This is an optimization exercise on Yosys and OpenROAD, whose aim is small area and a short achievable clock period, not a production implementation. The RTL was checked by simulation tests, not by an equivalence proof against the original design. Power and IR drop assume default switching activity.

==> design.v <==
`default_nettype none
package vecProcPkg;
    typedef logic [8-1:0] laneT;
    typedef logic [4*8-1:0] vecT;
    typedef logic [15:0] instrT;
    typedef logic [$clog2(256)-1:0] pcT;
    typedef logic [3:0] regSelT;
    typedef logic [12:0] cinstrT;
    typedef struct packed {
        regSelT rd;
        vecT    data;
    } retireT;
endpackage
`default_nettype wire
`timescale 1ns/1ps
`default_nettype none
module fetchStage (
    input  logic  clk,
    input  logic  arstN,
    input  logic  run,
    input  logic  imemWe,
    input  vecProcPkg::pcT    imemAddr,
    input  vecProcPkg::instrT imemData,
    input  logic  pcWrite,
    input  vecProcPkg::pcT    pcTarget,
    output vecProcPkg::cinstrT fdInstr,
    output logic  fdValid
);
    localparam int D = 256;
    vecProcPkg::cinstrT wData;
    vecProcPkg::cinstrT fdGroup [4];
    logic [3:0] fdSel;
    vecProcPkg::pcT pc;
    logic [3:0] op;
    logic [2:0] a, b;
    assign op = imemData[15:12];
    assign a = {imemData[11], imemData[9:8]};
    assign b = {imemData[7], imemData[5:4]};
    logic isLi, isLd, isSt, isJb, isNop, isAlu;
    logic minFirst, maxFirst, inOrder, slot1, slot2, gt, lt, swap;
    assign isLi = (op == 4'd6);
    assign isLd = (op == 4'd7);
    assign isSt = (op == 4'd8);
    assign isJb = (op == 4'd10) || (op == 4'd11);
    assign isNop = (op == 4'd0) || (op >= 4'd12);
    assign isAlu = (op >= 4'd1) && (op <= 4'd5);
    assign minFirst = (op == 4'd1) || (op == 4'd3) || (op == 4'd9);
    assign maxFirst = (op == 4'd4) || (op == 4'd5);
    assign inOrder = (op == 4'd2);
    assign gt = (a > b);
    assign lt = (a < b);
    assign swap = (minFirst && gt) || (maxFirst && lt);
    assign slot1 = (op == 4'd3) || (op == 4'd4);
    assign slot2 = inOrder || ((op == 4'd5) && !gt && !lt);
    assign wData[12] = isLi;
    assign wData[11:10] = ({2{isLi}} & imemData[11:10]) | ({2{slot2}} & 2'd2)
                        | ({2{slot1}} & 2'd1) | ({2{!isLi && !isAlu}} & 2'd3);
    assign wData[9:4] = ({6{(minFirst || maxFirst || inOrder) && !swap}} & {a, b})
                      | ({6{swap}} & {b, a})
                      | ({6{isLi || isJb}} & imemData[5:0])
                      | ({6{isLd}} & {imemData[2:0], imemData[10:8]})
                      | ({6{isSt}} & {imemData[2:0], a})
                      | ({6{isNop}} & 6'b001000);
    assign wData[3:0] = ({4{isLi}} & imemData[9:6])
                      | ({4{isAlu}} & imemData[3:0])
                      | ({4{isLd}} & {2'b10, imemData[11], imemData[3]})
                      | ({4{isSt}} & {3'b110, imemData[3]})
                      | ({4{isJb}} & {1'b0, op[0], imemData[7:6]})
                      | ({4{isNop || op == 4'd9}} & 4'hf);
    vecProcPkg::cinstrT imem [D];
    always_ff @(posedge clk) begin
        if (imemWe) begin
            imem[imemAddr] <= wData;
        end
    end
    always_ff @(posedge clk or negedge arstN) begin
        if (!arstN) begin
            pc <= '0;
        end else if (run) begin
            if (pcWrite) begin
                pc <= pcTarget;
            end else begin
                pc <= pc + vecProcPkg::pcT'(1);
            end
        end
    end
    always_ff @(posedge clk or negedge arstN) begin
        if (!arstN) begin
            fdValid <= 1'b0;
        end else if (run) begin
            fdValid <= 1'b1;
        end
    end
    localparam int NCOPY = 8;
    logic [3:0] grpSel [NCOPY];
    for (genvar r = 0; r < NCOPY; r++) begin : gCopy
        always_ff @(posedge clk or negedge arstN) begin
            if (!arstN) begin
                grpSel[r] <= 4'b0001;
            end else if (run) begin
                if (pcWrite) begin
                    grpSel[r] <= 4'b0001 << pcTarget[3:2];
                end else if (&pc[1:0]) begin
                    grpSel[r] <= {grpSel[r][2:0], grpSel[r][3]};
                end
            end
        end
    end
    vecProcPkg::cinstrT blkGrp [16][4];
    always_comb begin
        for (int blk = 0; blk < 16; blk++) begin
            for (int k = 0; k < 4; k++) begin
                blkGrp[blk][k] = '0;
                for (int g = 0; g < 4; g++) begin
                    blkGrp[blk][k] = blkGrp[blk][k]
                        | ({13{grpSel[blk/2][g]}} & imem[blk*16 + g*4 + k]);
                end
            end
        end
    end
    logic [15:0] blkSel;
    vecProcPkg::cinstrT grpWord [4];
    always_comb begin
        for (int blk = 0; blk < 16; blk++) begin
            blkSel[blk] = (pc[7:4] == 4'(blk));
        end
        for (int k = 0; k < 4; k++) begin
            grpWord[k] = '0;
            for (int blk = 0; blk < 16; blk++) begin
                grpWord[k] = grpWord[k] | ({13{blkSel[blk]}} & blkGrp[blk][k]);
            end
        end
    end
    always_ff @(posedge clk) begin
        if (run) begin
            for (int k = 0; k < 4; k++) begin
                fdGroup[k] <= grpWord[k];
            end
            fdSel <= 4'b0001 << pc[1:0];
        end
    end
    assign fdInstr = ({13{fdSel[0]}} & fdGroup[0]) | ({13{fdSel[1]}} & fdGroup[1])
                   | ({13{fdSel[2]}} & fdGroup[2]) | ({13{fdSel[3]}} & fdGroup[3]);
endmodule
`default_nettype wire
`timescale 1ns/1ps
`default_nettype none
module decoderStage (
    input  vecProcPkg::cinstrT instr,
    input  logic         valid,
    output logic [2:0]   rsA,
    output logic [2:0]   rsB,
    output logic         regWrite,
    output logic         memWrite,
    output logic         setFlags,
    output logic         isJump,
    output logic         isBranch,
    output logic [2:0]   kind,
    output vecProcPkg::regSelT rd,
    output vecProcPkg::laneT   imm
);
    logic isLi, misc, alu, le;
    logic isLd, isSt;
    logic [1:0] slot;
    assign rsA = instr[9:7];
    assign rsB = instr[6:4];
    assign slot = instr[11:10];
    assign isLi = instr[12];
    assign misc = !instr[12] && (slot == 2'd3);
    assign alu = !instr[12] && (slot != 2'd3);
    assign le = (rsA <= rsB);
    assign imm = {instr[1:0], instr[9:4]};
    assign isLd = misc && (instr[3:2] == 2'd2);
    assign isSt = misc && (instr[3:1] == 3'b110);
    assign regWrite = valid && (alu || isLi || isLd);
    assign memWrite = valid && isSt;
    assign setFlags = valid && misc && (instr[3:0] == 4'hf) && le;
    assign isJump = valid && misc && (instr[3:2] == 2'd0);
    assign isBranch = valid && misc && (instr[3:2] == 2'd1);
    always_comb begin
        if (isLi) begin
            kind = 3'd5;
        end else if (misc) begin
            kind = isLd ? 3'd6 : 3'd7;
        end else begin
            case (slot)
                2'd0: kind = le ? 3'd0 : 3'd4;
                2'd1: kind = le ? 3'd2 : 3'd3;
                default: kind = 3'd1;
            endcase
        end
    end
    always_comb begin
        if (isLi) begin
            rd = {instr[11:10], instr[3:2]};
        end else if (misc) begin
            rd = {imm[7], imm[2:0]};
        end else begin
            rd = instr[3:0];
        end
    end
endmodule
`default_nettype wire
`timescale 1ns/1ps
`default_nettype none
module regFile (
    input  logic   clk,
    input  logic [2:0] rsA,
    input  logic [2:0] rsB,
    output vecProcPkg::vecT    op1,
    output vecProcPkg::vecT    op2,
    input  logic   we,
    input  vecProcPkg::regSelT wsel,
    input  vecProcPkg::vecT    wdata
);
    vecProcPkg::laneT sReg [4];
    vecProcPkg::vecT  vReg [4];
    assign op1 = rsA[2] ? vReg[rsA[1:0]] : vecProcPkg::vecT'(sReg[rsA[1:0]]);
    assign op2 = rsB[2] ? vReg[rsB[1:0]] : vecProcPkg::vecT'(sReg[rsB[1:0]]);
    always_ff @(posedge clk) begin
        if (we) begin
            if (wsel[3]) begin
                vReg[wsel[1:0]] <= wdata;
            end else begin
                sReg[wsel[1:0]] <= wdata[8-1:0];
            end
        end
    end
endmodule
`default_nettype wire
`timescale 1ns/1ps
`default_nettype none
module executeStage (
    input  logic  clk,
    input  logic  arstN,
    input  logic  run,
    input  logic  regWrite,
    input  logic  memWrite,
    input  logic  setFlags,
    input  logic  isJump,
    input  logic  isBranch,
    input  logic [6:0] sel,
    input  logic  sub,
    input  logic  keepHi,
    input  vecProcPkg::regSelT rd,
    input  vecProcPkg::laneT   imm,
    input  vecProcPkg::vecT    op1,
    input  vecProcPkg::vecT    op2,
    output logic [3:0] dAddr,
    input  vecProcPkg::vecT    dData,
    output logic  ewRw,
    output logic  ewMw,
    output logic  ewJv,
    output logic [7:0] ewF,
    output vecProcPkg::vecT ewVal
);
    localparam int W = 8;
    logic zFlag;
    logic fwd;
    vecProcPkg::vecT aluRes, val;
    logic [7:0] fNext;
    always_comb begin
        vecProcPkg::laneT x;
        vecProcPkg::laneT y;
        for (int i = 0; i < 4; i++) begin
            x = op1[i*W +: W];
            y = op2[i*W +: W];
            aluRes[i*W +: W] = ({W{sel[0]}} & (x + y + vecProcPkg::laneT'(sub)))
                             | ({W{sel[1]}} & (x & y))
                             | ({W{sel[2]}} & (x | y))
                             | ({W{sel[3]}} & (x ^ y))
                             | ({W{sel[4]}} & imm)
                             | ({W{sel[6]}} & y);
        end
    end
    assign dAddr = imm[6:3];
    assign fwd = ewMw && (ewF[3:0] == dAddr);
    always_comb begin
        val = aluRes | ({32{sel[5] && fwd}} & ewVal)
                     | ({32{sel[5] && !fwd}} & dData);
        if (!keepHi) begin
            val[4*W-1:W] = '0;
        end
    end
    always_comb begin
        if (isJump || isBranch) begin
            fNext = imm;
        end else if (memWrite) begin
            fNext = {4'd0, imm[6:3]};
        end else begin
            fNext = {4'd0, rd};
        end
    end
    always_ff @(posedge clk or negedge arstN) begin
        if (!arstN) begin
            zFlag <= 1'b0;
        end else if (run && setFlags) begin
            zFlag <= (op1[W-1:0] == op2[W-1:0]);
        end
    end
    always_ff @(posedge clk or negedge arstN) begin
        if (!arstN) begin
            ewRw <= 1'b0;
            ewMw <= 1'b0;
            ewJv <= 1'b0;
        end else if (run) begin
            ewRw <= regWrite;
            ewMw <= memWrite;
            ewJv <= isJump || (isBranch && zFlag);
        end
    end
    always_ff @(posedge clk) begin
        if (run) begin
            ewF <= fNext;
            ewVal <= val;
        end
    end
endmodule
`default_nettype wire
`timescale 1ns/1ps
`default_nettype none
module writebackStage (
    input  logic   clk,
    input  logic   run,
    input  logic   ewRw,
    input  logic   ewMw,
    input  logic   ewJv,
    input  logic [7:0] ewF,
    input  vecProcPkg::vecT ewVal,
    input  logic [3:0] dAddr,
    output vecProcPkg::vecT dData,
    output logic   we,
    output logic   pcWrite,
    output logic   retireValid,
    output vecProcPkg::retireT retire
);
    vecProcPkg::vecT dmem [16];
    always_ff @(posedge clk) begin
        if (run && ewMw) begin
            dmem[ewF[3:0]] <= ewVal;
        end
    end
    assign dData = dmem[dAddr];
    assign we = run && ewRw;
    assign pcWrite = run && ewJv;
    assign retireValid = we;
    assign retire = {ewF[3:0], ewVal};
endmodule
`default_nettype wire
`timescale 1ns/1ps
`default_nettype none
module vecProcessor (
    input  logic   clk,
    input  logic   arstN,
    input  logic   run,
    input  logic   imemWe,
    input  vecProcPkg::pcT     imemAddr,
    input  vecProcPkg::instrT  imemData,
    output logic   retireValid,
    output vecProcPkg::retireT retire
);
    vecProcPkg::cinstrT fdInstr;
    logic   fdValid;
    logic [2:0] rsA, rsB;
    vecProcPkg::vecT    op1, op2;
    logic   deValid;
    vecProcPkg::cinstrT deInstr;
    logic [6:0] deSel;
    logic   deSub, deKeepHi;
    logic   deRw, deMw, deCmp, deJmp, deBz;
    vecProcPkg::regSelT deRd;
    vecProcPkg::laneT   deImm;
    vecProcPkg::vecT    deOp1, deOp2;
    logic   ewRw, ewMw, ewJv;
    logic [7:0] ewF;
    vecProcPkg::vecT ewVal;
    logic [3:0] dAddr;
    vecProcPkg::vecT dData;
    logic   we;
    logic   pcWrite;
    fetchStage fetchInst (
        .clk      (clk),
        .arstN    (arstN),
        .run      (run),
        .imemWe   (imemWe),
        .imemAddr (imemAddr),
        .imemData (imemData),
        .pcWrite  (pcWrite),
        .pcTarget (ewF),
        .fdInstr  (fdInstr),
        .fdValid  (fdValid)
    );
    assign rsA = fdInstr[9:7];
    assign rsB = fdInstr[6:4];
    logic [2:0] dKind;
    vecProcPkg::regSelT dRd;
    logic [6:0] dSel;
    logic dSub, dKeepHi;
    vecProcPkg::vecT op2x;
    decoderStage predecodeInst (
        .instr    (fdInstr),
        .valid    (1'b1),
        .rsA      (),
        .rsB      (),
        .regWrite (),
        .memWrite (),
        .setFlags (),
        .isJump   (),
        .isBranch (),
        .kind     (dKind),
        .rd       (dRd),
        .imm      ()
    );
    assign dSub = (dKind == 3'd1);
    assign dSel = {dKind == 3'd7, dKind == 3'd6, dKind == 3'd5, dKind == 3'd4,
                   dKind == 3'd3, dKind == 3'd2, dKind <= 3'd1};
    assign dKeepHi = dRd[3] || (dKind == 3'd7);
    assign op2x = op2 ^ {32{dSub}};
    regFile regFileInst (
        .clk   (clk),
        .rsA   (rsA),
        .rsB   (rsB),
        .op1   (op1),
        .op2   (op2),
        .we    (we),
        .wsel  (ewF[3:0]),
        .wdata (ewVal)
    );
    always_ff @(posedge clk or negedge arstN) begin
        if (!arstN) begin
            deValid <= 1'b0;
        end else if (run) begin
            deValid <= fdValid;
        end
    end
    always_ff @(posedge clk) begin
        if (run) begin
            deInstr <= fdInstr;
            deSel <= dSel;
            deSub <= dSub;
            deKeepHi <= dKeepHi;
            deOp1 <= op1;
            deOp2 <= op2x;
        end
    end
    decoderStage decodeInst (
        .instr    (deInstr),
        .valid    (deValid),
        .rsA      (),
        .rsB      (),
        .regWrite (deRw),
        .memWrite (deMw),
        .setFlags (deCmp),
        .isJump   (deJmp),
        .isBranch (deBz),
        .kind     (),
        .rd       (deRd),
        .imm      (deImm)
    );
    executeStage executeInst (
        .clk      (clk),
        .arstN    (arstN),
        .run      (run),
        .regWrite (deRw),
        .memWrite (deMw),
        .setFlags (deCmp),
        .isJump   (deJmp),
        .isBranch (deBz),
        .sel      (deSel),
        .sub      (deSub),
        .keepHi   (deKeepHi),
        .rd       (deRd),
        .imm      (deImm),
        .op1      (deOp1),
        .op2      (deOp2),
        .dAddr    (dAddr),
        .dData    (dData),
        .ewRw     (ewRw),
        .ewMw     (ewMw),
        .ewJv     (ewJv),
        .ewF      (ewF),
        .ewVal    (ewVal)
    );
    writebackStage writebackInst (
        .clk         (clk),
        .run         (run),
        .ewRw        (ewRw),
        .ewMw        (ewMw),
        .ewJv        (ewJv),
        .ewF         (ewF),
        .ewVal       (ewVal),
        .dAddr       (dAddr),
        .dData       (dData),
        .we          (we),
        .pcWrite     (pcWrite),
        .retireValid (retireValid),
        .retire      (retire)
    );
endmodule
`default_nettype wire
==> run.sh <==
#!/bin/bash
# synth_recipe.tcl (not shown) runs the flow's synth.tcl, then flattens the netlist and writes it again
# the make line also repeats each setting of config.mk as NAME=value (left out here)
make -C /OpenROAD-flow-scripts/flow DESIGN_CONFIG=/design/flow/config.mk WORK_HOME=/design/flow/orfs CLKGATE_MAP_FILE= SYNTH_SCRIPT=/design/flow/synth_recipe.tcl finish
==> config.mk <==
export PLATFORM = sky130hd
export DESIGN_NAME = vecProcessor
export DESIGN_NICKNAME = vecProcessor
export VERILOG_FILES = /design/flow/design.v
export SDC_FILE = /design/flow/constraint.sdc
export NUM_CORES = 4
export LEC_CHECK = 0
export CAP_MARGIN = 20
export CORE_MARGIN = 2
export CORE_UTILIZATION = 55
export CTS_CLUSTER_DIAMETER = 85
export CTS_CLUSTER_SIZE = 26
export SETUP_SLACK_MARGIN = 2.1
export SLEW_MARGIN = 20
==> constraint.sdc <==
create_clock -name core_clock -period 4.7 [get_ports {clk}]
set_input_delay 0.9400 -clock core_clock [delete_from_list [all_inputs] [get_ports {clk}]]
set_output_delay 0.9400 -clock core_clock [all_outputs]
set_load 0.01 [all_outputs]
==> out/results.tsv, run 1 <==
stage	metric	value	unit
status	outcome	finished clean	
yosys	area of the mapped netlist	0.161	mm^2
detailed_routing	DRT Wirelength	573	mm
floorplan	Ports	65	
power_and_ir_drop	Net Switching	0.0391	W
yosys	register area share after synthesis	79.0	%
setup_path	Worst EP required	5.37	ns
detailed_routing	vias	99083	
placed_design	Post-DP Area	0.170	mm^2
yosys	warnings from Yosys	10	
setup_path	kind of critical path	in -> reg	
timing	Max Clk Rate	343	MHz
finish	layout cell share with drive strength beyond 1	26.1	%
setup_path	Reg-to-Reg End	fetchInst.fdGroup[1][1]	
setup_path	CP endpoint kind	flip-flop	
timing	final setup fails	0	
detailed_routing	Initial DRC Count	17524	
floorplan	Die ar.	0.296	mm^2
setup_path	Critical Path Start Type	primary input	
power_and_ir_drop	combinational share of power	38.8	%
timing	Period minus WS final	2.91	ns
yosys	Post-synth EDFFs	4182	
power_and_ir_drop	clock power share	18.2	%
clocking	H-tree level count	4	
placed_design	Final GP Congestion	0.933	
detailed_routing	DR vias/cell	7.23	
clocking	Clock Latency Late Sink	0.97	ns
timing	worst hold margin	0.144	ns
timing	Worst Max-Slew Pin Slew	1.20	ns
clocking	Post-CTS Hold Buffers	0	
detailed_routing	drt drc	0	
timing	clock skew	0.0624	ns
clocking	cts bufs inserted	191	
finish	Util after Layout	66.0	%
yosys	prevailing post-synth register cell	edfxtp_1	
finish	# nets final	9823	
global_route	Global Route Usage Sum	37.3	%
clocking	CTS tree	done	
global_route	global-route wire length before repair	754	mm
global_route	pin count of the biggest net entering global routing	127	
clocking	Sink Count	4232	
setup_path	CP Max Fanout	11	
finish	most frequent cells in the layout	4182 x edfxtp_1, 842 x a22o_1, 741 x buf_4	
global_route	number of global-route vias before repair	92514	
finish	most common cell after layout, fill and taps aside	edfxtp_1	
yosys	Synth Register Bits	4232	
global_route	grt ovf	0	
global_route	initial antenna violation count	34	
clocking	CTS root buffer	clkbuf_16	
clocking	clock tree buffer depth	4	
placed_design	post-DP HPWL	298	mm
detailed_routing	drt pass-1 iters	6	
finish	Syn-to-layout area delta	19.5	%
floorplan	Die Height	544	um
yosys	Syn Nets	8910	
setup_path	internal reg-to-reg setup slack	1.97	ns
power_and_ir_drop	Static Leak	62.5	nW
setup_path	WP data arrival	3.59	ns
clocking	clk slew on worst S/H paths	0.11	ns
yosys	synthesized instance count	8800	
timing	Pins Over Slew Limit	0	
floorplan	core area	0.291	mm^2
yosys	Post-Syn Area per Cell	18.2	um^2
power_and_ir_drop	sequential power share	43.0	%
job	max-cap violation count	0	
detailed_routing	WL/cell	41.9	um
yosys	Async S/R FF share, synth	1.09	%
finish	final instance area	0.192	mm^2
finish	Register Area	0.127	mm^2
power_and_ir_drop	worst vdd ir	0.000641	V
placed_design	IO Port Bufs	64	
setup_path	crit-path cells	buf_12, ha_4, nor2b_4, o21a_4, buf_6, o2111ai_4, nand3_4, a311o_2, buf_6, a221o_4, buf_12, buf_12, buf_16	
detailed_routing	antenna viol nets, final	0	
worst_hold_path	Min-Delay Path Class	in -> async	
setup_path	most frequent CP cell	buf_12	
timing	Tcrit/Tclk final	62.0	%
floorplan	Die Wd	544	um
timing	Hold Vio Cnt, Final	0	
timing	RSZ-0062 raised after global routing	true	
floorplan	Row Count	198	
setup_path	Crit path largest cell delay	0.40	ns
finish	area of the multi-input gates	0.0367	mm^2
setup_path	RR Startpoint	fetchInst.grpSel[6][0]	
floorplan	Starting Density	55.2	%
power_and_ir_drop	Sw Ratio	36.5	%
finish	filler instances	19110	
power_and_ir_drop	PD cells	558	mW/mm^2
yosys	Yosys cell types	64	
setup_path	Critical-path top delay cell	a221o_4	
setup_path	FF-to-FF path depth	6	
power_and_ir_drop	Internal Pwr Total	0.0679	W
timing	Slew Limit Headroom	20.0	%
## worst max-delay path by stage
stage                           from               endpoint  slack (ns)  cells after the start
2_1_floorplan           imemData[15]   fetchInst.imem[0][0]       -4.90                      5
5_1_grt                  imemData[9]   fetchInst.imem[7][5]        1.77                     13
3_5_place_dp             imemData[5]  fetchInst.imem[35][4]        0.24                     10
6_report                 imemData[9]  fetchInst.imem[35][4]        1.79                     13
4_1_cts        executeInst.ewVal[27]             retire[27]        1.69                      1
3_3_place_gp             imemData[5]  fetchInst.imem[47][4]        0.19                     10
## state kept, by name, indices dropped and copies added, names as in the netlist, 4 cells and up, named ones only
| signal | cells |
|---|---|
| regFileInst.sReg | 32 |
| regFileInst.vReg | 128 |
| deSel | 7 |
| fetchInst.pc | 8 |
| executeInst.ewF | 8 |
| executeInst.ewVal | 32 |
| fetchInst.grpSel | 32 |
| deOp2 | 32 |
| deInstr | 13 |
| deOp1 | 32 |
| fetchInst.imem | 3328 |
| fetchInst.fdSel | 4 |
| writebackInst.dmem | 512 |
| fetchInst.fdGroup | 52 |
## layer usage
layer | vias up | wire length [um] | global-route usage, %
met5 | - | 399 | 0
met4 | 16 | 41600 | 21.2
met3 | 1435 | 70800 | 9.07
met2 | 7371 | 263000 | 57.9
met1 | 51429 | 198000 | 48.4
li1 | 38832 | - | -
## cell type report
cell class                      count  area share (%)
Antenna cell                       20          0.0261
Tap cell                         3900            2.54
Inverter                          126           0.263
Timing Repair Buffer             1341            9.00
Clock inverter                     31           0.185
Multi-Input combinational cell   3821            19.1
Sequential cell                  4232            66.2
Clock buffer                      230            2.64
## cell families (layout without fill, tap and decap cells)
family          after synthesis  in the layout  synth area share, %
xor+xnor                     56             56                0.306
compound gates             2460           2464                 12.3
simple gates                966            973                 2.67
other cells                   0             20                    0
buf+inv                     758           1728                 1.90
mux                         246            246                 3.18
fa+ha+maj                    82             82                0.677
flops                      4232           4232                 79.0
## metrics by stage
stage	power, W	std cells	setup slack (ns)	TNS (ns)
2_1_floorplan	0.0628	8800	-4.90	-7937.53
3_3_place_gp	0.0753	12796	0.193	0
3_5_place_dp	0.0757	12796	0.241	0
4_1_cts	0.103	13525	1.69	0
5_1_grt	0.109	13682	1.77	0
6_report	0.107	13701	1.79	0
## timing repair
action / 4_1_cts / 5_1_grt
gates cloned: 96 / 83
setup buffers: 372 / 72
pin swaps: 85 / 98
resized for setup: 1046 / 401
setup endpoints to repair: 4756 / 3096
## synthesized netlist by cell type (all sizes together) (10+ instances only)
master,instances,area (um^2)
edfxtp,4182,126000
a221oi,872,7640
a22o,843,7380
clkbuf,573,2150
o22ai,439,2750
nor2,387,1460
nand2,282,1060
mux4,205,4670
nor4,110,688
o21ai,106,531
inv,104,390
a21oi,74,370
ha,74,926
buf,59,427
nand3,53,265
xnor2,41,359
dfrtp,38,951
and2,35,219
a22oi,32,240
nor3,26,130
nor2b,24,150
mux2i,23,230
clkinv,22,82.6
o211ai,22,165
mux2,18,203
nand2b,17,106
xor2,15,131
nand4,12,75.1
a211oi,11,82.6
and3,10,62.6
## worst max-delay path: cells and delay by family
family | cells | cell delay (ns)
AOI/OAI and AO/OA | 4 | 1.22
buffers and inverters | 6 | 0.90
and+or+nand+nor | 2 | 0.27
adders and majority gates | 1 | 0.23
## power groups by stage
stage / combinational [W] / clock (W) / sequential (W)
after floorplan: 0.0165 / 0 / 0.0464
after global placement: 0.0262 / 0 / 0.0491
after detailed placement: 0.0265 / 0 / 0.0492
after CTS: 0.0375 / 0.0195 / 0.0460
after global routing: 0.0421 / 0.0207 / 0.0460
final: 0.0415 / 0.0195 / 0.0460
==> run 2: changes to the inputs <==
--- a/config.mk
+++ b/config.mk
@@ -10,4 +10,4 @@
 export CORE_UTILIZATION = 55
-export CTS_CLUSTER_DIAMETER = 85
-export CTS_CLUSTER_SIZE = 26
+export CTS_CLUSTER_DIAMETER = 90
+export CTS_CLUSTER_SIZE = 25
 export SETUP_SLACK_MARGIN = 2.1
==> run 2 against run 1 <==
Net effect:
- setup slack improved by 0.096 ns
- utilization decreased by 0.97 points
- non-clock buffer count is 133 lower
==> out/results.tsv, run 2 <==
stage	metric	value	unit	change
placed_design	post-DP HPWL	298	mm	unchanged
finish	Register Area	0.127	mm^2	unchanged
timing	Worst Max-Slew Pin Slew	1.45	ns	+0.250 ns
clocking	clk slew on worst S/H paths	0.11	ns	about the same
clocking	Sink Count	4232		unchanged
setup_path	Reg-to-Reg End	fetchInst.fdGroup[1][9]		
floorplan	Starting Density	55.2	%	unchanged
finish	Util after Layout	65.0	%	-0.97 points
setup_path	FF-to-FF path depth	5		-1
yosys	Async S/R FF share, synth	1.09	%	unchanged
detailed_routing	drt pass-1 iters	9		+3
floorplan	Die Wd	544	um	unchanged
setup_path	CP Max Fanout	11		unchanged
floorplan	core area	0.291	mm^2	unchanged
setup_path	kind of critical path	in -> reg		
global_route	Global Route Usage Sum	36.0	%	-1.3 points
timing	worst hold margin	0.155	ns	+0.0109 ns
global_route	initial antenna violation count	34		unchanged
setup_path	Worst EP required	5.39	ns	+0.02 ns
detailed_routing	DRT Wirelength	558	mm	-2.8%
clocking	cts bufs inserted	194		+1.6%
setup_path	Critical Path Start Type	primary input		
yosys	area leader, netlist	edfxtp_1		
yosys	Post-Syn Area per Cell	18.2	um^2	unchanged
floorplan	Die Height	544	um	unchanged
detailed_routing	DR vias/cell	7.20		-0.49%
clocking	CTS root buffer	clkbuf_16		
global_route	pin count of the biggest net entering global routing	127		unchanged
setup_path	RR Startpoint	fetchInst.grpSel[0][2]		
floorplan	Die ar.	0.296	mm^2	unchanged
worst_hold_path	Min-Delay Path Class	in -> async		
yosys	Post-synth EDFFs	4182		unchanged
yosys	synthesized instance count	8800		unchanged
yosys	Synth Register Bits	4232		unchanged
clocking	clock tree buffer depth	4		unchanged
timing	Tcrit/Tclk final	59.9	%	-2.0 points
power_and_ir_drop	PD cells	558	mW/mm^2	about the same
yosys	Syn Nets	8910		unchanged
yosys	most common library cells after synthesis	4182 x edfxtp_1, 871 x a221oi_1, 843 x a22o_1		
power_and_ir_drop	Static Leak	61.3	nW	-2.1%
finish	area of the multi-input gates	0.0365	mm^2	-0.68%
finish	# nets final	9691		-1.3%
finish	Reg with most FFs	fetchInst.imem		
finish	most common cell after layout, fill and taps aside	edfxtp_1		
timing	RSZ-0062 raised after global routing	true		
power_and_ir_drop	worst vdd ir	0.000734	V	+15%
finish	most frequent cells in the layout	4182 x edfxtp_1, 843 x a22o_1, 732 x buf_4		
setup_path	WP data arrival	3.51	ns	-0.08 ns
finish	max FFs per register	3328		unchanged
floorplan	Row Count	198		unchanged
setup_path	CP endpoint kind	flip-flop		
yosys	area share of the largest cell type after synthesis	78.2	%	unchanged
placed_design	Final GP Congestion	0.933		unchanged
global_route	global-route wire length before repair	733	mm	-2.7%
detailed_routing	vias	97565		-1.5%
detailed_routing	drt drc	0		unchanged
finish	layout cell share with drive strength beyond 1	24.7	%	-1.3 points
job	max-cap violation count	0		unchanged
global_route	number of global-route vias before repair	91193		-1.4%
setup_path	internal reg-to-reg setup slack	1.96	ns	about the same
floorplan	Ports	65		unchanged
detailed_routing	antenna viol nets, final	0		unchanged
clocking	Clock Latency Late Sink	0.96	ns	about the same
clocking	Post-CTS Hold Buffers	0		unchanged
yosys	top post-synthesis cells by area	edfxtp_1 78%, a221oi_1 4.8%, a22o_1 4.6%, mux4_2 2.7%, o22ai_1 1.7%		
finish	Syn-to-layout area delta	17.7	%	
yosys	area of the mapped netlist	0.161	mm^2	unchanged
clocking	CTS tree	done		
yosys	warnings from Yosys	10		unchanged
global_route	grt ovf	0		unchanged
timing	Hold Vio Cnt, Final	0		unchanged
yosys	most common cell in the netlist	edfxtp_1		
yosys	register area share after synthesis	79.0	%	unchanged
clocking	H-tree level count	4		unchanged
detailed_routing	WL/cell	41.1	um	-1.7%
timing	Max Clk Rate	355	MHz	+3.4%
finish	filler instances	19520		+2.1%
placed_design	IO Port Bufs	64		unchanged
yosys	Yosys cell types	64		unchanged
timing	clock skew	0.0493	ns	-0.0131 ns
timing	Period minus WS final	2.82	ns	-0.0959 ns
timing	Slew Limit Headroom	3.58	%	-16 points
timing	final setup fails	0		unchanged
timing	Pins Over Slew Limit	0		unchanged
status	outcome	finished clean		
yosys	prevailing post-synth register cell	edfxtp_1		
detailed_routing	Initial DRC Count	16881		-3.7%
==> run 2: cell families (layout without fill, tap and decap cells) <==
kind of cell	count (synthesis)	in the layout	synth area share, %
buf+inv	758	1596	1.90
flops	4232	4232	79.0
fa+ha+maj	82	82	0.677
mux	246	246	3.18
simple gates	966	974	2.67
other cells	0	10	0
compound gates	2460	2461	12.3
xor+xnor	56	56	0.306
==> run 2: metal layers <==
metal | vias up | routed length, um | track usage [%]
met2 | 6846 | 258000 | 56.4
met4 | 12 | 38300 | 19.4
met1 | 50929 | 195000 | 47.7
met3 | 1277 | 66400 | 7.56
met5 | - | 73 | 0
li1 | 38501 | - | -
==> run 2: worst max-delay path by stage <==
stage / depth (start not counted) / endpoint / slack [ns] / from
after floorplan: 5 / fetchInst.imem[0][0] / -4.90 / imemData[15]
after global placement: 10 / fetchInst.imem[47][4] / 0.19 / imemData[5]
after detailed placement: 10 / fetchInst.imem[35][4] / 0.24 / imemData[5]
after CTS: 1 / retire[27] / 1.92 / executeInst.ewVal[27]
after global routing: 12 / fetchInst.imem[172][4] / 1.88 / imemData[9]
final: 12 / fetchInst.imem[3][5] / 1.88 / imemData[9]
==> run 2: critical path, stage by stage <==
cell and delay (ns):
buf_12 0.11, ha_4 0.23, nor2b_4 0.12, o21a_4 0.22
o2111ai_4 0.21, nand3_4 0.12, a311o_2 0.38, buf_6 0.13
a221o_4 0.38, buf_16 0.17, buf_16 0.18, clkbuf_16 0.23
==> run 2: power breakdown <==
part	total, W	internal, W	leakage (nW)	switching, W
registers	0.0460	0.0444	38.6	0.00158
logic	0.0400	0.0148	20.1	0.0252
clock network	0.0194	0.00789	2.61	0.0115
==> run 2: stage by stage <==
step           instances  TNS (ns)  setup slack, ns  power [W]  instance area [um^2]
2_1_floorplan       8800  -7937.53            -4.90     0.0628                161000
3_3_place_gp       12796         0            0.193     0.0753                170000
3_5_place_dp       12796         0            0.241     0.0757                170000
4_1_cts            13400         0             1.92      0.102                185000
5_1_grt            13550         0             1.88      0.107                189000
6_report           13557         0             1.88      0.105                189000
==> run 2: area by class of cell <==
cell class                      count  area share (%)
Tap cell                         3900            2.58
Clock buffer                      245            2.74
Antenna cell                       10          0.0132
Clock inverter                     17           0.108
Sequential cell                  4232            67.2
Inverter                          126           0.269
Timing Repair Buffer             1208            7.81
Multi-Input combinational cell   3819            19.3
==> run 2: repair_timing <==
item | 4_1_cts | 5_1_grt
cloned | 44 | 83
pin swaps | 76 | 84
gates resized for setup | 961 | 299
setup buffers | 298 | 64
endpoints found under the setup margin | 4721 | 2563
==> run 3: changes to the inputs <==
--- a/config.mk
+++ b/config.mk
@@ -9,5 +9,5 @@
 export CORE_MARGIN = 2
-export CORE_UTILIZATION = 55
+export CORE_UTILIZATION = 60
 export CTS_CLUSTER_DIAMETER = 90
-export CTS_CLUSTER_SIZE = 25
+export CTS_CLUSTER_SIZE = 26
 export SETUP_SLACK_MARGIN = 2.1
==> run 3 against run 2 <==
Net effect:
- sequential power is essentially flat
- clock power decreased by 4%
- first-iteration DRC count up 7.4%
- flip-flop and latch count stayed put
- non-clock buffer count grew 140
- critical endpoint is now fetchInst.imem[102][5]
- highest routed layer unchanged
==> out/results.tsv, run 3 <==
stage	metric	value	unit	change
setup_path	kind of critical path	in -> reg		
clocking	H-tree level count	4		unchanged
global_route	Global Route Usage Sum	40.2	%	+4.2 points
finish	layout cell share with drive strength beyond 1	26.3	%	+1.5 points
job	max-cap violation count	0		unchanged
yosys	warnings from Yosys	10		unchanged
yosys	Synth Register Bits	4232		unchanged
clocking	Post-CTS Hold Buffers	0		unchanged
timing	RSZ-0062 raised after global routing	true		
timing	clock skew	0.0310	ns	-0.0183 ns
yosys	top post-synthesis cells by area	edfxtp_1 78%, a221oi_1 4.8%, a22o_1 4.6%, mux4_2 2.7%, o22ai_1 1.7%		
finish	filler instances	16037		-18%
status	outcome	finished clean		
timing	TNS Setup	0	ns	unchanged
finish	most common cell after layout, fill and taps aside	edfxtp_1		
placed_design	Final GP Congestion	0.937		+0.38%
floorplan	Die Wd	521	um	-4.2%
yosys	Syn Nets	8910		unchanged
clocking	clk slew on worst S/H paths	0.11	ns	about the same
timing	Period minus WS final	2.90	ns	+0.0812 ns
finish	max FFs per register	3328		unchanged
timing	Pins Over Slew Limit	0		unchanged
yosys	Yosys cell types	64		unchanged
clocking	Sink Count	4232		unchanged
clocking	CTS root buffer	clkbuf_16		
detailed_routing	metal3 WL	77.5	mm	+17%
timing	Worst Max-Slew Pin Slew	1.04	ns	-0.404 ns
detailed_routing	drt pass-1 iters	8		-1
yosys	register area share after synthesis	79.0	%	unchanged
floorplan	Die Height	521	um	-4.2%
detailed_routing	DR vias/cell	7.48		+3.9%
power_and_ir_drop	PD cells	560	mW/mm^2	+0.47%
floorplan	Row Count	189		-4.5%
yosys	most common library cells after synthesis	4182 x edfxtp_1, 871 x a221oi_1, 843 x a22o_1		
finish	Reg with most FFs	fetchInst.imem		
finish	# nets final	9820		+1.3%
timing	Max Clk Rate	345	MHz	-2.8%
timing	final setup fails	0		unchanged
timing	worst hold margin	0.164	ns	+0.00860 ns
global_route	initial antenna violation count	29		-15%
yosys	prevailing post-synth register cell	edfxtp_1		
detailed_routing	vias	99473		+2.0%
global_route	global-route wire length before repair	748	mm	+2.0%
global_route	grt ovf	0		unchanged
yosys	area share of the largest cell type after synthesis	78.2	%	unchanged
floorplan	Starting Density	60.4	%	+5.2 points
finish	final instance area	0.191	mm^2	+0.85%
yosys	area of the mapped netlist	0.161	mm^2	unchanged
clocking	CTS tree	done		
timing	Hold Vio Cnt, Final	0		unchanged
setup_path	WP data arrival	3.57	ns	+0.06 ns
global_route	pin count of the biggest net entering global routing	129		+1.6%
detailed_routing	drt drc	0		unchanged
clocking	Clock Latency Late Sink	0.93	ns	-0.03 ns
power_and_ir_drop	worst vdd ir	0.000531	V	-28%
worst_hold_path	Min-Delay Path Class	in -> async		
floorplan	core area	0.266	mm^2	-8.6%
yosys	synthesized instance count	8800		unchanged
yosys	Async S/R FF share, synth	1.09	%	unchanged
setup_path	FF-to-FF path depth	7		+2
placed_design	post-DP HPWL	300	mm	+0.62%
global_route	number of global-route vias before repair	92227		+1.1%
power_and_ir_drop	total power	0.107	W	+1.3%
setup_path	CP Max Fanout	7		-4
timing	Slew Limit Headroom	30.5	%	+27 points
floorplan	Ports	65		unchanged
detailed_routing	antenna viol nets, final	0		unchanged
setup_path	Worst EP required	5.38	ns	about the same
detailed_routing	DRT Wirelength	568	mm	+1.9%
setup_path	Critical Path Start Type	primary input		
detailed_routing	WL/cell	42.7	um	+3.8%
detailed_routing	Initial DRC Count	18125		+7.4%
finish	most frequent cells in the layout	4182 x edfxtp_1, 843 x a22o_1, 771 x buf_4		
timing	Tcrit/Tclk final	61.7	%	+1.7 points
placed_design	IO Port Bufs	64		unchanged
detailed_routing	met1 WL	192	mm	-1.8%
yosys	Post-Syn Area per Cell	18.2	um^2	unchanged
detailed_routing	Met2 Wirelength	256	mm	-0.47%
power_and_ir_drop	Static Leak	62.2	nW	+1.6%
finish	Syn-to-layout area delta	18.7	%	
setup_path	CP endpoint kind	flip-flop		
yosys	Post-synth EDFFs	4182		unchanged
yosys	area leader, netlist	edfxtp_1		
clocking	clock tree buffer depth	3		-1
clocking	cts bufs inserted	182		-6.2%
floorplan	Die ar.	0.272	mm^2	-8.3%
yosys	most common cell in the netlist	edfxtp_1		
placed_design	Post-DP Area	0.170	mm^2	about the same
detailed_routing	max layer used	met5		
[run 3: power by group]
group | leakage (nW) | internal (W) | switching (W) | total (W)
clock | 2.47 | 0.00735 | 0.0113 | 0.0187
sequential | 38.6 | 0.0444 | 0.00161 | 0.0460
combinational | 21.1 | 0.0159 | 0.0263 | 0.0421
[run 3: area by class of cell]
type	instances	area, um^2	area share [%]
flip-flops and latches	4232	127000	66.6
multi-input cells	3820	36900	19.3
repair buffers	1348	16800	8.79
clock buffers	215	4800	2.52
well taps	3533	4420	2.32
inverters	126	490	0.257
clock inverters	18	263	0.138
diodes	14	35.0	0.0184
[run 3: kinds of logic (layout without fill, tap and decap cells)]
kind of cell    count (synthesis)  count (layout)  synth area share [%]
other cells                     0              14                     0
xor+xnor                       56              56                 0.306
mux                           246             246                  3.18
simple gates                  966             972                  2.67
fa+ha+maj                      82              82                 0.677
flops                        4232            4232                  79.0
buf+inv                       758            1707                  1.90
compound gates               2460            2464                  12.3
[run 3: metal layers]
metal / GRT usage [%] / vias up
met5: 0.0176 / -
met4: 23.0 / 18
met3: 9.50 / 1447
met2: 61.1 / 7935
met1: 54.0 / 51303
li1: - / 38770
[run 3: what timing repair did]
item | 4_1_cts | 5_1_grt
cloned | 81 | 69
setup buffers | 322 | 110
gates resized for setup | 957 | 442
pin swaps | 72 | 111
setup endpoints to repair | 4110 | 2911
[run 3: final timing paths]
path                                             start                       to  slack (ns)
worst max-delay path                       imemData[5]   fetchInst.imem[102][5]        1.80
worst min-delay path                             arstN        fetchInst.fdValid        0.16
worst max register to register  fetchInst.grpSel[1][1]  fetchInst.fdGroup[3][1]        1.86
worst min register to register       fetchInst.fdValid        fetchInst.fdValid        0.48
max in group asynchronous                        arstN   fetchInst.grpSel[7][2]        3.90
min in group core_clock                            run                 deOp1[2]        0.39
[run 3: critical path, stage by stage]
cell and delay, ns:
buf_8 0.10, inv_4 0.05, ha_4 0.19, nor2b_4 0.13, o21a_4 0.22, o2111ai_4 0.21, nand3_4 0.11, a311o_2 0.35
buf_6 0.12, a221o_4 0.43, buf_12 0.15, buf_16 0.17, buf_16 0.18, buf_16 0.17
[run 3: stage by stage]
step | util [%] | cells | setup slack [ns]
2_1_floorplan | - | 8800 | -4.90
3_3_place_gp | 64.0 | 12475 | 0.305
3_5_place_dp | 64.0 | 12477 | 0.329
4_1_cts | 69.8 | 13113 | 1.84
5_1_grt | 71.8 | 13293 | 1.80
6_report | 71.8 | 13306 | 1.80
==> run 4: changes to the inputs <==
--- a/config.mk
+++ b/config.mk
@@ -9,6 +9,6 @@
 export CORE_MARGIN = 2
-export CORE_UTILIZATION = 60
-export CTS_CLUSTER_DIAMETER = 90
-export CTS_CLUSTER_SIZE = 26
-export SETUP_SLACK_MARGIN = 2.1
+export CORE_UTILIZATION = 55
+export CTS_CLUSTER_DIAMETER = 95
+export CTS_CLUSTER_SIZE = 30
+export SETUP_SLACK_MARGIN = 2.2
 export SLEW_MARGIN = 20
==> run 4 against run 3 <==
Net effect:
- routed wire length rose by 4.5%
- combinational power rose by 9.5%
- final cell count rose by 3.9%
- sequential share of layout area fell by 2.4 points
- global-route usage fell by 1.8 points
- via count rose by 1.6%
==> out/results.tsv, run 4 <==
stage	metric	value	unit	change
detailed_routing	WL/cell	43.0	um	+0.65%
clocking	Post-CTS Hold Buffers	0		unchanged
setup_path	critical path's top delay family	buffers and inverters		
timing	final setup fails	0		unchanged
yosys	most common cell in the netlist	edfxtp_1		
global_route	Global Route Usage Sum	38.4	%	-1.8 points
timing	clock skew	0.0453	ns	+0.0143 ns
yosys	top post-synthesis cells by area	edfxtp_1 78%, a221oi_1 4.8%, a22o_1 4.6%, mux4_2 2.7%, o22ai_1 1.7%		
placed_design	IO Port Bufs	64		unchanged
setup_path	WP data arrival	3.71	ns	+0.14 ns
floorplan	Die ar.	0.296	mm^2	+9.0%
detailed_routing	drt drc	0		unchanged
placed_design	Post-DP Area	0.170	mm^2	about the same
power_and_ir_drop	sequential power share	41.6	%	-1.5 points
finish	most frequent cells in the layout	4182 x edfxtp_1, 834 x a22o_1, 720 x buf_4		
floorplan	Starting Density	55.2	%	-5.2 points
detailed_routing	DRT Wirelength	594	mm	+4.5%
clocking	H-tree level count	4		unchanged
setup_path	Critical Path Start Type	primary input		
setup_path	FF-to-FF path depth	6		-1
floorplan	Ports	65		unchanged
yosys	area of the mapped netlist	0.161	mm^2	unchanged
global_route	number of global-route vias before repair	94294		+2.2%
finish	final instance area	0.198	mm^2	+3.7%
detailed_routing	DR vias/cell	7.31		-2.2%
finish	Syn-to-layout area delta	23.1	%	
power_and_ir_drop	Net Switching	0.0407	W	+3.8%
timing	RSZ-0062 raised after global routing	true		
detailed_routing	vias	101033		+1.6%
setup_path	crit-path cells	buf_12, ha_4, nor2b_4, o21a_4, or4_4, nand3_4, nor2_4, buf_6, buf_6, buf_6, a221o_4, buf_12, buf_16, buf_12, buf_16		
setup_path	Crit path largest cell delay	0.45	ns	+0.02 ns
setup_path	CP Max Fanout	6		-1
yosys	area share of the largest cell type after synthesis	78.2	%	unchanged
finish	Util after Layout	68.0	%	-3.8 points
timing	Slew Limit Headroom	18.7	%	-12 points
yosys	Post-synth EDFFs	4182		unchanged
finish	Reg with most FFs	fetchInst.imem		
power_and_ir_drop	PD cells	557	mW/mm^2	-0.65%
power_and_ir_drop	Sw Ratio	37.0	%	+0.29 points
floorplan	Die Wd	544	um	+4.4%
yosys	warnings from Yosys	10		unchanged
floorplan	core area	0.291	mm^2	+9.4%
floorplan	Row Count	198		+4.8%
timing	Tcrit/Tclk final	63.8	%	+2.2 points
setup_path	crit path launch	imemData[9]		
setup_path	CP endpoint kind	flip-flop		
power_and_ir_drop	Internal Pwr Total	0.0693	W	+2.5%
clocking	Clock Latency Late Sink	0.95	ns	+0.02 ns
placed_design	pre-CTS setup slack	0.241	ns	-0.0886 ns
finish	# nets final	9973		+1.6%
clocking	clk slew on worst S/H paths	0.12	ns	about the same
power_and_ir_drop	Static Leak	64.5	nW	+3.8%
yosys	synthesized instance count	8800		unchanged
yosys	Async S/R FF share, synth	1.09	%	unchanged
power_and_ir_drop	worst vdd ir	0.000526	V	-0.92%
finish	most common cell after layout, fill and taps aside	edfxtp_1		
timing	Pins Over Slew Limit	0		unchanged
placed_design	post-DP HPWL	298	mm	-0.61%
yosys	most common library cells after synthesis	4182 x edfxtp_1, 871 x a221oi_1, 843 x a22o_1		
clocking	Sink Count	4232		unchanged
yosys	Post-Syn Area per Cell	18.2	um^2	unchanged
clocking	cts bufs inserted	166		-8.8%
setup_path	RR Startpoint	fetchInst.grpSel[2][2]		
setup_path	Worst EP required	5.41	ns	+0.03 ns
global_route	pin count of the biggest net entering global routing	127		-1.6%
timing	fin worst setup slack	1.70	ns	-0.102 ns
yosys	register area share after synthesis	79.0	%	unchanged
yosys	Yosys cell types	64		unchanged
clocking	CTS root buffer	clkbuf_16		
yosys	area leader, netlist	edfxtp_1		
clocking	clock tree buffer depth	4		+1
job	max-cap violation count	0		unchanged
timing	Period minus WS final	3.00	ns	+0.102 ns
global_route	initial antenna violation count	32		+10%
setup_path	worst path buffer plus inverter count	8		+1
power_and_ir_drop	combinational share of power	41.9	%	+2.5 points
finish	layout cell share with drive strength beyond 1	29.9	%	+3.6 points
yosys	Synth Register Bits	4232		unchanged
worst_hold_path	Min-Delay Path Class	in -> async		
status	outcome	finished clean		
finish	Non-Filler Instances	13821		+3.9%
setup_path	kind of critical path	in -> reg		
timing	Max Clk Rate	333	MHz	-3.4%
setup_path	internal reg-to-reg setup slack	2.05	ns	+0.19 ns
placed_design	# placed instances	12796		+2.6%
yosys	Syn Nets	8910		unchanged
setup_path	Reg-to-Reg End	fetchInst.fdGroup[0][2]		
timing	Hold Vio Cnt, Final	0		unchanged
clocking	CTS tree	done		
setup_path	Critical-path top delay cell	or4_4		
placed_design	Final GP Congestion	0.933		-0.37%
detailed_routing	Initial DRC Count	18011		-0.63%
finish	max FFs per register	3328		unchanged
power_and_ir_drop	clock power share	16.5	%	-1.0 points
detailed_routing	antenna viol nets, final	0		unchanged
floorplan	Die Height	544	um	+4.4%
global_route	grt ovf	0		unchanged
yosys	prevailing post-synth register cell	edfxtp_1		
timing	Worst Max-Slew Pin Slew	1.22	ns	+0.177 ns
detailed_routing	drt pass-1 iters	8		unchanged
global_route	global-route wire length before repair	774	mm	+3.5%
[run 4: area by class of cell]
cell class | count | area, um^2
tap | 3900 | 4880
clock buffer | 196 | 4370
antenna | 13 | 32.5
multi-input combinational | 3821 | 39400
fill | 18367 | 93000
sequential | 4232 | 127000
inverter | 126 | 504
clock inverter | 17 | 223
timing repair buffer | 1516 | 21200
[run 4: routing by layer]
metal | global-route usage, % | part of all wire, % | vias up
li1 | - | - | 39132
met1 | 49.7 | 33 | 52217
met2 | 58.7 | 45 | 8074
met3 | 9.47 | 13 | 1598
met4 | 24.0 | 8.0 | 12
met5 | 0 | 0.012 | -
[run 4: timing repair]
item | CTS | global route
endpoints found under the setup margin | 5549 | 2528
buffers inserted | 457 | 104
pin swaps | 166 | 163
gates cloned | 182 | 55
resized for setup | 1589 | 474
[run 4: worst reg2reg max path, stage by stage, from the launching register on]
cell      delay, ns
dfrtp_4        0.54
buf_12         0.17
buf_4          0.22
a221oi_2       0.74
o22ai_1        0.26
nor4_1         0.26
nand2_1        0.19
[run 4: worst max path at each step]
stage / to / cells after the start / slack [ns]
floorplan: fetchInst.imem[0][0] / 5 / -4.90
global placement: fetchInst.imem[47][4] / 10 / 0.19
detailed placement: fetchInst.imem[35][4] / 10 / 0.24
CTS: fetchInst.imem[153][7] / 16 / 1.76
global route: fetchInst.imem[60][4] / 15 / 1.71
finish: fetchInst.imem[40][4] / 15 / 1.70
[run 4: power by group through the flow]
| stage | Clock [W] | Combinational (W) | Sequential (W) |
|---|---|---|---|
| 6_report | 0.0181 | 0.0461 | 0.0458 |
| 5_1_grt | 0.0192 | 0.0466 | 0.0458 |
| 4_1_cts | 0.0181 | 0.0410 | 0.0458 |
| 3_5_place_dp | 0 | 0.0265 | 0.0492 |
| 3_3_place_gp | 0 | 0.0262 | 0.0491 |
| 2_1_floorplan | 0 | 0.0165 | 0.0464 |
[run 4: cell families after synthesis]
| logic type | Yosys count | share of synthesized area (%) |
|---|---|---|
| compound gates | 2460 | 12.3 |
| fa+ha+maj | 82 | 0.677 |
| xor+xnor | 56 | 0.306 |
| flops | 4232 | 79.0 |
| mux | 246 | 3.18 |
| buf+inv | 758 | 1.90 |
| simple gates | 966 | 2.67 |
[run 4: through the flow]
step	TNS [ns]	hold WS, ns	power [W]
3_5_place_dp	0	0.452	0.0757
6_report	0	0.185	0.110
2_1_floorplan	-7937.53	0.431	0.0628
5_1_grt	0	0.232	0.112
4_1_cts	0	0.166	0.105
3_3_place_gp	0	0.445	0.0753
==> run 5: changes to the inputs <==
--- a/design.v
+++ b/design.v
@@ -30,4 +30,4 @@
     vecProcPkg::cinstrT wData;
-    vecProcPkg::cinstrT fdGroup [4];
-    logic [3:0] fdSel;
+    vecProcPkg::cinstrT fdGroup [8];
+    logic [7:0] fdSel;
     vecProcPkg::pcT pc;
@@ -93,26 +93,12 @@
     end
-    localparam int NCOPY = 8;
-    logic [3:0] grpSel [NCOPY];
-    for (genvar r = 0; r < NCOPY; r++) begin : gCopy
-        always_ff @(posedge clk or negedge arstN) begin
-            if (!arstN) begin
-                grpSel[r] <= 4'b0001;
-            end else if (run) begin
-                if (pcWrite) begin
-                    grpSel[r] <= 4'b0001 << pcTarget[3:2];
-                end else if (&pc[1:0]) begin
-                    grpSel[r] <= {grpSel[r][2:0], grpSel[r][3]};
-                end
-            end
-        end
-    end
-    vecProcPkg::cinstrT blkGrp [16][4];
-    always_comb begin
-        for (int blk = 0; blk < 16; blk++) begin
-            for (int k = 0; k < 4; k++) begin
-                blkGrp[blk][k] = '0;
-                for (int g = 0; g < 4; g++) begin
-                    blkGrp[blk][k] = blkGrp[blk][k]
-                        | ({13{grpSel[blk/2][g]}} & imem[blk*16 + g*4 + k]);
-                end
+    localparam int NG = D / 8;
+    logic [NG-1:0] grpSel;
+    always_ff @(posedge clk or negedge arstN) begin
+        if (!arstN) begin
+            grpSel <= NG'(1);
+        end else if (run) begin
+            if (pcWrite) begin
+                grpSel <= NG'(1) << pcTarget[7:3];
+            end else if (&pc[2:0]) begin
+                grpSel <= {grpSel[NG-2:0], grpSel[NG-1]};
             end
@@ -120,12 +106,8 @@
     end
-    logic [15:0] blkSel;
-    vecProcPkg::cinstrT grpWord [4];
+    vecProcPkg::cinstrT grpWord [8];
     always_comb begin
-        for (int blk = 0; blk < 16; blk++) begin
-            blkSel[blk] = (pc[7:4] == 4'(blk));
-        end
-        for (int k = 0; k < 4; k++) begin
+        for (int k = 0; k < 8; k++) begin
             grpWord[k] = '0;
-            for (int blk = 0; blk < 16; blk++) begin
-                grpWord[k] = grpWord[k] | ({13{blkSel[blk]}} & blkGrp[blk][k]);
+            for (int g = 0; g < NG; g++) begin
+                grpWord[k] = grpWord[k] | ({13{grpSel[g]}} & imem[g*8 + k]);
             end
@@ -135,10 +117,14 @@
         if (run) begin
-            for (int k = 0; k < 4; k++) begin
+            for (int k = 0; k < 8; k++) begin
                 fdGroup[k] <= grpWord[k];
             end
-            fdSel <= 4'b0001 << pc[1:0];
+            fdSel <= 8'b00000001 << pc[2:0];
+        end
+    end
+    always_comb begin
+        fdInstr = '0;
+        for (int k = 0; k < 8; k++) begin
+            fdInstr = fdInstr | ({13{fdSel[k]}} & fdGroup[k]);
         end
     end
-    assign fdInstr = ({13{fdSel[0]}} & fdGroup[0]) | ({13{fdSel[1]}} & fdGroup[1])
-                   | ({13{fdSel[2]}} & fdGroup[2]) | ({13{fdSel[3]}} & fdGroup[3]);
 endmodule
--- a/config.mk
+++ b/config.mk
@@ -10,4 +10,4 @@
 export CORE_UTILIZATION = 55
-export CTS_CLUSTER_DIAMETER = 95
-export CTS_CLUSTER_SIZE = 30
+export CTS_CLUSTER_DIAMETER = 90
+export CTS_CLUSTER_SIZE = 25
 export SETUP_SLACK_MARGIN = 2.2
==> run 5 against run 4 <==
Net effect:
- still clean on timing, DRC and antenna
- hold slack worse by 0.17 ns
- first-iteration DRC count down 1.3%
- combinational power down 38%
- non-clock buffer count down 281
- flip-flop and latch count up 51
- fmax up 6.5%
- final area down 5.7%
- sequential share of layout area up 4.7 points
- routed wire length down 0.44%
- critical path type unchanged
- largest power group is now registers
==> out/results.tsv, run 5 <==
stage	metric	value	unit	change
detailed_routing	vias	99560		-1.5%
finish	layout cell share with drive strength beyond 1	21.5	%	-8.4 points
power_and_ir_drop	PD cells	509	mW/mm^2	-8.5%
job	max-cap violation count	0		unchanged
power_and_ir_drop	Internal Pwr Total	0.0647	W	-6.8%
power_and_ir_drop	sequential power share	49.4	%	+7.8 points
timing	clock skew	0.0702	ns	+0.0249 ns
power_and_ir_drop	clock power share	20.5	%	+4.0 points
timing	Period minus WS final	2.82	ns	-0.184 ns
yosys	Async S/R FF share, synth	0.957	%	-0.13 points
placed_design	pre-CTS setup slack	0.247	ns	+0.00636 ns
status	outcome	finished clean		
finish	most frequent cells in the layout	4238 x edfxtp_1, 1311 x a22oi_1, 715 x buf_4		
placed_design	Post-DP Area	0.170	mm^2	-0.20%
clocking	Post-CTS Hold Buffers	0		unchanged
timing	Hold Vio Cnt, Final	0		unchanged
floorplan	Die ar.	0.296	mm^2	about the same
floorplan	Ports	65		unchanged
yosys	Post-Syn Area per Cell	18.2	um^2	-0.27%
clocking	CTS tree	done		
clocking	H-tree level count	4		unchanged
yosys	register area share after synthesis	80.0	%	+1.0 points
global_route	global-route wire length before repair	774	mm	about the same
power_and_ir_drop	Static Leak	60.4	nW	-6.4%
worst_hold_path	Min-Delay Path Class	in -> async		
finish	Syn-to-layout area delta	16.2	%	
setup_path	kind of critical path	in -> reg		
yosys	prevailing post-synth register cell	edfxtp_1		
floorplan	Starting Density	55.2	%	about the same
setup_path	Critical Path Start Type	primary input		
finish	Util after Layout	64.1	%	-3.9 points
floorplan	core area	0.291	mm^2	unchanged
power_and_ir_drop	worst vdd ir	0.000611	V	+16%
clocking	cts bufs inserted	196		+18%
floorplan	Die Height	544	um	about the same
setup_path	CP Max Fanout	9		+3
setup_path	Worst EP required	5.39	ns	-0.02 ns
detailed_routing	DRT Wirelength	592	mm	-0.44%
placed_design	post-DP HPWL	308	mm	+3.5%
power_and_ir_drop	combinational share of power	30.1	%	-12 points
finish	Reg with most FFs	fetchInst.imem		
power_and_ir_drop	Net Switching	0.0302	W	-26%
floorplan	Row Count	198		unchanged
placed_design	Final GP Congestion	0.899		-3.7%
timing	final setup fails	0		unchanged
power_and_ir_drop	Sw Ratio	31.9	%	-5.1 points
placed_design	IO Port Bufs	64		unchanged
detailed_routing	drt drc	0		unchanged
finish	max FFs per register	3328		unchanged
detailed_routing	Initial DRC Count	17779		-1.3%
yosys	most common library cells after synthesis	4238 x edfxtp_1, 1339 x a22oi_1, 415 x clkbuf_1		
floorplan	Die Wd	544	um	about the same
global_route	grt ovf	0		unchanged
detailed_routing	WL/cell	43.3	um	+0.78%
detailed_routing	DR vias/cell	7.29		-0.25%
setup_path	RR Startpoint	fetchInst.fdGroup[0][5]		
yosys	Syn Nets	8933		+0.26%
yosys	area of the mapped netlist	0.160	mm^2	about the same
yosys	top post-synthesis cells by area	edfxtp_1 79%, a22oi_1 6.3%, mux4_2 2.1%, a221oi_1 1.3%, a22o_1 1.2%		
yosys	Yosys cell types	69		+7.8%
setup_path	CP endpoint kind	flip-flop		
clocking	CTS root buffer	clkbuf_16		
clocking	Clock Latency Late Sink	0.95	ns	about the same
timing	Worst Max-Slew Pin Slew	1.05	ns	-0.167 ns
placed_design	# placed instances	12825		+0.23%
clocking	Sink Count	4283		+1.2%
timing	Pins Over Slew Limit	0		unchanged
timing	RSZ-0062 raised after global routing	true		
setup_path	FF-to-FF path depth	9		+3
finish	Non-Filler Instances	13654		-1.2%
setup_path	WP data arrival	3.50	ns	-0.21 ns
finish	# nets final	9800		-1.7%
timing	Max Clk Rate	355	MHz	+6.5%
timing	Tcrit/Tclk final	59.9	%	-3.9 points
power_and_ir_drop	total power	0.0949	W	-14%
yosys	warnings from Yosys	8		-2
global_route	Global Route Usage Sum	38.7	%	+0.25 points
setup_path	internal reg-to-reg setup slack	1.95	ns	-0.10 ns
detailed_routing	drt pass-1 iters	12		+4
finish	final instance area	0.186	mm^2	-5.7%
yosys	area leader, netlist	edfxtp_1		
global_route	initial antenna violation count	42		+31%
timing	Slew Limit Headroom	29.8	%	+11 points
setup_path	crit path launch	imemData[5]		
detailed_routing	antenna viol nets, final	0		unchanged
clocking	clk slew on worst S/H paths	0.11	ns	about the same
yosys	most common cell in the netlist	edfxtp_1		
timing	fin worst setup slack	1.88	ns	+0.184 ns
global_route	pin count of the biggest net entering global routing	134		+5.5%
yosys	Synth Register Bits	4283		+1.2%
finish	most common cell after layout, fill and taps aside	edfxtp_1		
yosys	area share of the largest cell type after synthesis	79.3	%	+1.1 points
clocking	clock tree buffer depth	4		unchanged
global_route	number of global-route vias before repair	92237		-2.2%
setup_path	Reg-to-Reg End	deOp2[3]		
yosys	synthesized instance count	8819		+0.22%
yosys	Post-synth EDFFs	4238		+1.3%
## run 5: cell count changes after synthesis, sizes merged, moves of 95 or more
| cell | delta |
|---|---|
| a221oi | -626 |
| a22o | -624 |
| a22oi | +1307 |
| buf | +95 |
| clkbuf | -158 |
| nand3 | +202 |
| nand4 | +213 |
| nor4 | -108 |
| o22ai | -439 |
| or4 | +103 |
## run 5: power by group through the flow
stage	clock (W)	combinational (W)	sequential [W]
after floorplan	0	0.0114	0.0472
after global placement	0	0.0193	0.0485
after detailed placement	0	0.0196	0.0486
after CTS	0.0194	0.0255	0.0467
after global routing	0.0206	0.0292	0.0469
final	0.0195	0.0286	0.0469
## run 5: metrics by stage
step           TNS (ns)  hold slack [ns]
2_1_floorplan  -6951.23            0.431
3_3_place_gp          0            0.452
3_5_place_dp          0            0.450
4_1_cts               0            0.174
5_1_grt               0           0.0432
6_report              0           0.0187
## run 5: layout make-up
cell class	count	area [um^2]
well taps	3900	4880
multi-input cells	3865	31600
flip-flops and latches	4283	129000
inverters	105	435
clock buffers	228	5130
repair buffers	1235	15500
fillers	19918	104000
clock inverters	18	214
diodes	20	50.0
## run 5: how the worst max path moves through the flow
stage | endpoint | slack (ns) | cells after the start
after floorplan | fetchInst.imem[0][1] | -4.94 | 5
after global placement | fetchInst.imem[220][6] | 0.12 | 9
after detailed placement | fetchInst.imem[6][7] | 0.25 | 10
after CTS | fetchInst.imem[41][4] | 1.99 | 14
after global routing | fetchInst.imem[25][4] | 1.87 | 14
final | fetchInst.imem[209][5] | 1.88 | 13
## run 5: what timing repair did
item,in CTS,in global routing
gates resized for setup,707,295
buffers inserted,352,66
setup endpoints to repair,5016,3691
cloned,85,60
pin swaps,83,160
## run 5: routing by layer
metal	up-vias	routed length (um)	global-route usage, %	part of all wire, %
met1	51467	201000	51.3	34
li1	38133	-	-	-
met3	1627	82800	9.62	14
met2	8295	268000	59.6	45
met5	-	262	0	0.044
met4	38	39400	20.0	6.7
## run 5: worst max-delay path, stage by stage
cell and delay (ns):
buf_12 0.11, inv_8 0.04, ha_4 0.19, nor2b_1 0.12, o21a_1 0.20, o211ai_1 0.23, nand3_2 0.11, a311o_1 0.31
buf_4 0.15, a221o_4 0.55, buf_12 0.24, buf_12 0.15, buf_16 0.12
## run 5: cells by family (layout without fill, tap and decap cells)
group | count (synthesis) | count (layout) | share of synthesized area [%]
AND/OR/NAND/NOR | 1347 | 1350 | 4.15
multiplexers | 282 | 282 | 3.08
buffers and inverters | 674 | 1586 | 1.69
other | 0 | 20 | 0
adder cells (fa/ha/maj) | 86 | 86 | 0.708
flip-flops | 4283 | 4283 | 80.0
XOR/XNOR | 53 | 53 | 0.289
AO/OA/AOI/OAI | 2094 | 2094 | 10.1

-- port drivers added, routing unchanged --
No port has a modelled driver above. Below, the same layouts with a new extraction and two added sets of constraints. Step 1: set_driving_cell puts a clkbuf_16 on clk and a buf_2 on each other input, an assumption about the parent block. Step 2 also shifts input and output timing later by t, the mid clock arrival at the registers, as if the neighbouring blocks saw the same clock. Three values: ideal ports, drivers, drivers and shift; two values: the first two.
run | t (ns) | setup WS [ns] | hold WS [ns] | clock arrival spread, ns
run 1 | 1.030 | 1.787 / 1.825 / 0.795 | 0.144 / 0.068 / 0.471 | 0.070 / 0.070
run 2 | 1.031 | 1.883 / 1.922 / 0.891 | 0.155 / 0.078 / 0.471 | 0.061 / 0.060
run 3 | 1.027 | 1.801 / 1.860 / 0.842 | 0.164 / 0.077 / 0.482 | 0.038 / 0.038
run 4 | 1.025 | 1.700 / 1.747 / 0.722 | 0.185 / 0.103 / 0.474 | 0.055 / 0.054
run 5 | 1.018 | 1.884 / 1.922 / 0.904 | 0.019 / -0.024 / 0.473 | 0.075 / 0.076
After both steps setup and hold are still met in every run listed.
